Context: an optimization exercise on an open-source flow, tuned for small area, a short achievable clock period and few clock cycles per item. The choices shown serve that exercise and are no tape-out recipe.
In this exercise RTL edits were held to simulation tests only and were not proved equivalent to the original.
The flow treats the clock pin as an ideal source, which a real chip does not have.

run 1:
## aes_round_engine
module aes_round_engine (
  input  logic         clk,
  input  logic         reset,
  input  logic         in_valid,
  output logic         in_ready,
  input  logic [127:0] in_data,
  output logic [3:0]   key_rnd,
  input  logic [127:0] key_in,
  output logic         out_valid,
  output logic [127:0] out_data,
  input  logic         out_ready,
  output logic         busy
);
  logic [127:0] a_q, b_q;
  logic         av_q, ad_q;   
  logic [3:0]   ar_q;         
  logic         bv_q;         
  logic [3:0]   br_q;         
  logic         blast_q;      
  logic [127:0] sb, so, sr, mc, nxt;
  logic         stall, accept;
  for (genvar i = 0; i < 16; i++) begin : g_sb
    aes_sbox u_sb (.a(a_q[127 - 8 * i -: 8]), .w(sb[127 - 8 * i -: 8]));
    aes_sbox_out u_so (.w(b_q[127 - 8 * i -: 8]), .s(so[127 - 8 * i -: 8]));
  end
  for (genvar c = 0; c < 4; c++) begin : g_col
    for (genvar r = 0; r < 4; r++) begin : g_row
      assign sr[127 - 32 * c - 8 * r -: 8] = so[127 - 32 * ((c + r) % 4) - 8 * r -: 8];
    end
    aes_col_round u_mc (
      .a_i   (sr[127 - 32 * c -: 32]),
      .mc_i  (!blast_q),
      .col_o (mc[127 - 32 * c -: 32])
    );
  end
  assign stall    = ad_q && !out_ready;
  assign in_ready = !bv_q && !stall;
  assign accept   = in_valid && in_ready;
  assign nxt = (stall ? 128'd0 : key_in) ^ (stall ? a_q : bv_q ? mc : in_data);
  always_ff @(posedge clk) begin
    a_q <= nxt;
  end
  always_ff @(posedge clk) begin
    if (!stall) b_q <= sb;
  end
  always_ff @(posedge clk or negedge reset) begin
    if (!reset) begin
      av_q    <= 1'b0;
      ad_q    <= 1'b0;
      ar_q    <= 4'd0;
      bv_q    <= 1'b0;
      br_q    <= 4'd0;
      blast_q <= 1'b0;
    end else if (!stall) begin
      bv_q    <= av_q && !ad_q;
      br_q    <= ar_q;
      blast_q <= (ar_q == 4'd10);
      av_q    <= bv_q || accept;
      ad_q    <= bv_q && blast_q;
      ar_q    <= bv_q ? br_q + 4'd1 : 4'd1;
    end
  end
  assign busy      = av_q || bv_q;
  assign out_valid = ad_q;
  assign out_data  = a_q;
  assign key_rnd   = bv_q ? br_q : 4'd0;
endmodule
Size: roughly 3700 cells after synthesis, roughly 270 flip-flops, about 400 I/O pins, about 0.030 mm2 of cells after synthesis.
clock: 7.5 ns
lec_check: 0
cap_margin: 20
core_margin: 2
core_utilization: 50
cts_buf_list: sky130_fd_sc_hd__clkbuf_4 sky130_fd_sc_hd__clkbuf_8
cts_cluster_diameter: 100
cts_cluster_size: 18
gpl_routability_driven: 1
place_density: 0.62
slew_margin: 20
standard.sh (not shown) runs the stock make flow with config.mk's settings and CLKGATE_MAP_FILE= SYNTH_SCRIPT=/design/flow/synth_recipe.tcl, a recipe that flattens the netlist after the stock synthesis.
==> flow/flow/run.sh <==
#!/bin/bash
# The standard layout (standard.sh) with three changes:
#  - Yosys's technology mapping runs ABC with flow/abc_xor.script (keeps the
#    XOR-rich S-box and MixColumns logic as XOR/XNOR cells) instead of ORFS's
#    abc_speed.script; everything else, registers included, is the standard
#    synthesis (synth_recipe.tcl);
#  - port buffers are sky130_fd_sc_hd__buf_1 rather than the
#    clkdlybuf4s50_1 that buffer_ports picks by default;
#  - after CTS, flow/skew.tcl delays the clock of the b_q registers (useful
#    skew between the two pipeline stages: b_q feeds only a_q, and its only
#    path from an input port, out_ready to its enable, is far from critical),
#    repairs the out_ready -> in_ready path, and runs a timing repair with the
#    skew in place (see skew.tcl).
# Each tool's output is in orfs/logs/ as usual; make's output is in
# flow_make.log.
set -euo pipefail
HERE=$(pwd)
cat > my_synth.tcl <<TCL
proc abc {args} {
  set i [lsearch -exact \$args -script]
  if {\$i >= 0} { set args [lreplace \$args \$i [expr {\$i + 1}] -script $HERE/flow/abc_xor.script] }
  yosys abc {*}\$args
}
source $HERE/synth_recipe.tcl
TCL
bash standard.sh SYNTH_SCRIPT=$HERE/my_synth.tcl \
  "BUFFER_PORTS_ARGS=-buffer_cell sky130_fd_sc_hd__buf_1" \
  "POST_CTS_TCL=$HERE/flow/skew.tcl" \
  "SKEW_CELLS=sky130_fd_sc_hd__clkdlybuf4s15_1 sky130_fd_sc_hd__clkbuf_8" \
  FEEDTHROUGH_MAX_DELAY=3.2 SKEW_REPAIR_MARGIN=4.1 \
  finish > flow_make.log 2>&1
==> flow/flow/skew.tcl <==
# Useful skew for the two-stage ring: after CTS, the clock of every b_q
# flip-flop (end of the long stage a_q -> b_q, start of the short stage
# b_q -> a_q) is taken from its leaf clock net through a chain of
# SKEW_CELLS, one chain per leaf net. b_q only feeds a_q; its only path from
# an input port (out_ready to its enable) is far from critical, and no
# register that launches an output path is moved.
set block [ord::get_db_block]
set db [ord::get_db]
set cells $::env(SKEW_CELLS)
set groups [dict create]
foreach inst [$block getInsts] {
  if {[string match {b_q\\\[*}  [$inst getName]]} {
    set it [$inst findITerm CLK]
    dict lappend groups [[$it getNet] getName] $it
  }
}
set k 0
dict for {netname its} $groups {
  set net [$block findNet $netname]
  set sx 0; set sy 0
  foreach it $its {
    set bb [[$it getInst] getBBox]
    incr sx [expr {([$bb xMin] + [$bb xMax]) / 2}]
    incr sy [expr {([$bb yMin] + [$bb yMax]) / 2}]
  }
  set cx [expr {$sx / [llength $its]}]
  set cy [expr {$sy / [llength $its]}]
  set drv $net
  set j 0
  foreach c $cells {
    set master [$db findMaster $c]
    set buf [odb::dbInst_create $block $master "skew_buf_${k}_$j"]
    set nn [odb::dbNet_create $block "skew_net_${k}_$j"]
    $nn setSigType CLOCK
    [$buf findITerm A] connect $drv
    [$buf findITerm X] connect $nn
    $buf setLocation $cx $cy
    $buf setPlacementStatus PLACED
    set drv $nn
    incr j
  }
  foreach it $its {
    $it disconnect
    $it connect $drv
  }
  incr k
}
puts "skew: [dict size $groups] b_q clock groups, chain $cells"
detailed_placement
estimate_parasitics -placement

if {[info exists ::env(FEEDTHROUGH_MAX_DELAY)]} {
  set_max_delay $::env(FEEDTHROUGH_MAX_DELAY) -from [get_ports out_ready] -to [get_ports in_ready]
  report_checks -to [get_ports in_ready] -format end
  repair_timing -setup -setup_margin 0 -skip_last_gasp -verbose
  report_checks -to [get_ports in_ready] -format end
  unset_path_exceptions -from [get_ports out_ready] -to [get_ports in_ready]
  detailed_placement
  estimate_parasitics -placement
}
# Optional timing repair with the skew in place (placement parasitics).
if {[info exists ::env(SKEW_REPAIR_MARGIN)]} {
  repair_timing -setup -setup_margin $::env(SKEW_REPAIR_MARGIN) -skip_last_gasp -verbose
  detailed_placement
  estimate_parasitics -placement
}
check_placement -verbose
report_checks -path_delay max -group_path_count 5 -format end
report_checks -path_delay min -group_path_count 5 -format end
Other scripts of this flow, unchanged in this note and not shown: flow/flow/abc_xor.script
Run 1 went all the way through synthesis, placement and routing and the layout is clean on timing, DRC and antenna.
Testbench counts of run 1, summed over its fixed seeds: cycles 5,664, items 512.
[inputs] run 2 vs run 1
- PLACE_DENSITY: 0.62 -> 0.42
- CORE_UTILIZATION: 50 -> 30
- CTS_CLUSTER_DIAMETER: 100 -> unset
- CTS_CLUSTER_SIZE: 18 -> unset
diff --git a/flow/flow/run.sh b/flow/flow/run.sh
--- a/flow/flow/run.sh
+++ b/flow/flow/run.sh
@@ -9,6 +9,4 @@
 #  - after CTS, flow/skew.tcl delays the clock of the b_q registers (useful
-#    skew between the two pipeline stages: b_q feeds only a_q, and its only
-#    path from an input port, out_ready to its enable, is far from critical),
-#    repairs the out_ready -> in_ready path, and runs a timing repair with the
-#    skew in place (see skew.tcl).
+#    skew between the two pipeline stages; b_q has no input or output paths)
+#    and repairs the out_ready -> in_ready path (see skew.tcl).
 # Each tool's output is in orfs/logs/ as usual; make's output is in
@@ -28,4 +26,4 @@
   "POST_CTS_TCL=$HERE/flow/skew.tcl" \
-  "SKEW_CELLS=sky130_fd_sc_hd__clkdlybuf4s15_1 sky130_fd_sc_hd__clkbuf_8" \
-  FEEDTHROUGH_MAX_DELAY=3.2 SKEW_REPAIR_MARGIN=4.1 \
+  "SKEW_CELLS=sky130_fd_sc_hd__clkdlybuf4s15_1 sky130_fd_sc_hd__clkbuf_4" \
+  FEEDTHROUGH_MAX_DELAY=3.2 SKEW_REPAIR_MARGIN=3.9 \
   finish > flow_make.log 2>&1
diff --git a/flow/flow/skew.tcl b/flow/flow/skew.tcl
--- a/flow/flow/skew.tcl
+++ b/flow/flow/skew.tcl
@@ -3,5 +3,4 @@
 # b_q -> a_q) is taken from its leaf clock net through a chain of
-# SKEW_CELLS, one chain per leaf net. b_q only feeds a_q; its only path from
-# an input port (out_ready to its enable) is far from critical, and no
-# register that launches an output path is moved.
+# SKEW_CELLS, one chain per leaf net. No register on an input or output path
+# is moved: b_q only feeds a_q.
 set block [ord::get_db_block]
### Flow results
Changes observed in run 2 relative to run 1: slack of the critical path shows a reduction of 150 ps, worst slack on hold paths shows an increase of 45 ps, final period utilization shows an increase of 2.1 points, sequential share of layout area shows a reduction of 0.70 points. Placeable core region for run 2: 66% up relative to run 1. Run 2 vs. run 1: area of the die went up by about 65%. Run 2 against run 1: measured slew at the worst slew-check pin moved down, count of filler cells inserted in the layout moved up.
> inputs changed (run 2 -> run 3)
- putting CTS_CLUSTER_SIZE at 18 where nothing was set
- putting GPL_TIMING_DRIVEN at 1 where nothing was set
- swapping 30 for 50 in CORE_UTILIZATION
- swapping 0.42 for 0.62 in PLACE_DENSITY
- putting CTS_CLUSTER_DIAMETER at 100 where nothing was set
diff --git a/flow/flow/run.sh b/flow/flow/run.sh
--- a/flow/flow/run.sh
+++ b/flow/flow/run.sh
@@ -26,4 +26,4 @@
   "POST_CTS_TCL=$HERE/flow/skew.tcl" \
-  "SKEW_CELLS=sky130_fd_sc_hd__clkdlybuf4s15_1 sky130_fd_sc_hd__clkbuf_4" \
-  FEEDTHROUGH_MAX_DELAY=3.2 SKEW_REPAIR_MARGIN=3.9 \
+  "SKEW_CELLS=sky130_fd_sc_hd__clkdlybuf4s15_1 sky130_fd_sc_hd__clkbuf_8" \
+  FEEDTHROUGH_MAX_DELAY=3.2 SKEW_REPAIR_MARGIN=4.1 \
   finish > flow_make.log 2>&1
Notes after the runs:
- For the minimum setup slack among reg-to-reg paths, run 3 came in 160 ps higher than run 2 did.
- The lower final critical-path required period of run 2 and run 3 is in run 3.
- Diff run 2 -> run 3: share of the final layout cell area in sequential cells climbed 0.70 points; critical path depth lost 4.
- Run 3 reports a lower detailed-routed wire length on met2 than run 2 does.
- Utilization: run 3 > run 2
- Delta (run 3 minus run 2): signed area change from the synthesized netlist to the final layout has decreased; area of the die decreased 0.041 mm2.
--- input diff run 3..run 4 ---
- CORE_UTILIZATION: 50 -> 56
- PLACE_DENSITY: 0.62 -> 0.66
- GPL_TIMING_DRIVEN: 1 -> unset
- CTS_CLUSTER_SIZE: 18 -> 16
- CTS_CLUSTER_DIAMETER: 100 -> 90
Notes after the runs:
On design area, run 3 and run 4 are neck and neck. What run 3 reported for number of tap cells inserted has to be multiplied by 0.890 to get the figure for run 4. Hold slack, run 3 and run 4, higher one = run 4. Post-synthesis area per instance essentially unchanged between run 4 and run 3. Run 4 vs. run 3: data arrival time of the critical path went up; met2 track utilization from global routing went up. Compared with run 3, run 4 shows critical path depth higher by 5. Looking only at clock period minus worst slack, and setting everything else aside, the lower value of run 3 and run 4 goes to run 3. Run 4 improves on run 3 in first-iteration DRC count. NOTE: number of buffers and inverters on the critical path in run 4 falls short of that of run 3.

==> afterwards: timing with drivers on the ports <==
The results above use ideal ports. As a check the final layouts listed here were re-extracted and re-timed, cells and wires unchanged. Step 1: set_driving_cell puts a clkbuf_16 on clk and a buf_2 on each other input, an assumption about the parent block. Step 2, shift: input delay + t, output delay - t, t = (earliest + latest rising clock arrival at the registers) / 2. This alone moves slack from input paths to output paths. a / b / c = ideal ports / drivers / drivers and shift; a / b = the first two.
| run | shift t [ns] | slack for setup (ns) | worst hold slack (ns) | worst setup path after step 2 | latest minus earliest clock arrival (ns) |
|---|---|---|---|---|---|
| run 1 | 0.830 | 4.000 / 3.967 / 3.568 | 0.453 / 0.453 / 0.453 | input to register | 0.406 / 0.406 |
| run 2 | 0.935 | 3.846 / 3.846 / 3.507 | 0.498 / 0.498 / 0.498 | input to register | 0.370 / 0.371 |
| run 3 | 0.830 | 4.000 / 3.967 / 3.568 | 0.453 / 0.453 / 0.453 | input to register | 0.406 / 0.406 |
| run 4 | 0.847 | 3.949 / 3.949 / 3.733 | 0.458 / 0.458 / 0.458 | input to register | 0.424 / 0.423 |
In every run listed the clock reaches the registers at very different times; t lies between them, and the last value is a rough guide only.
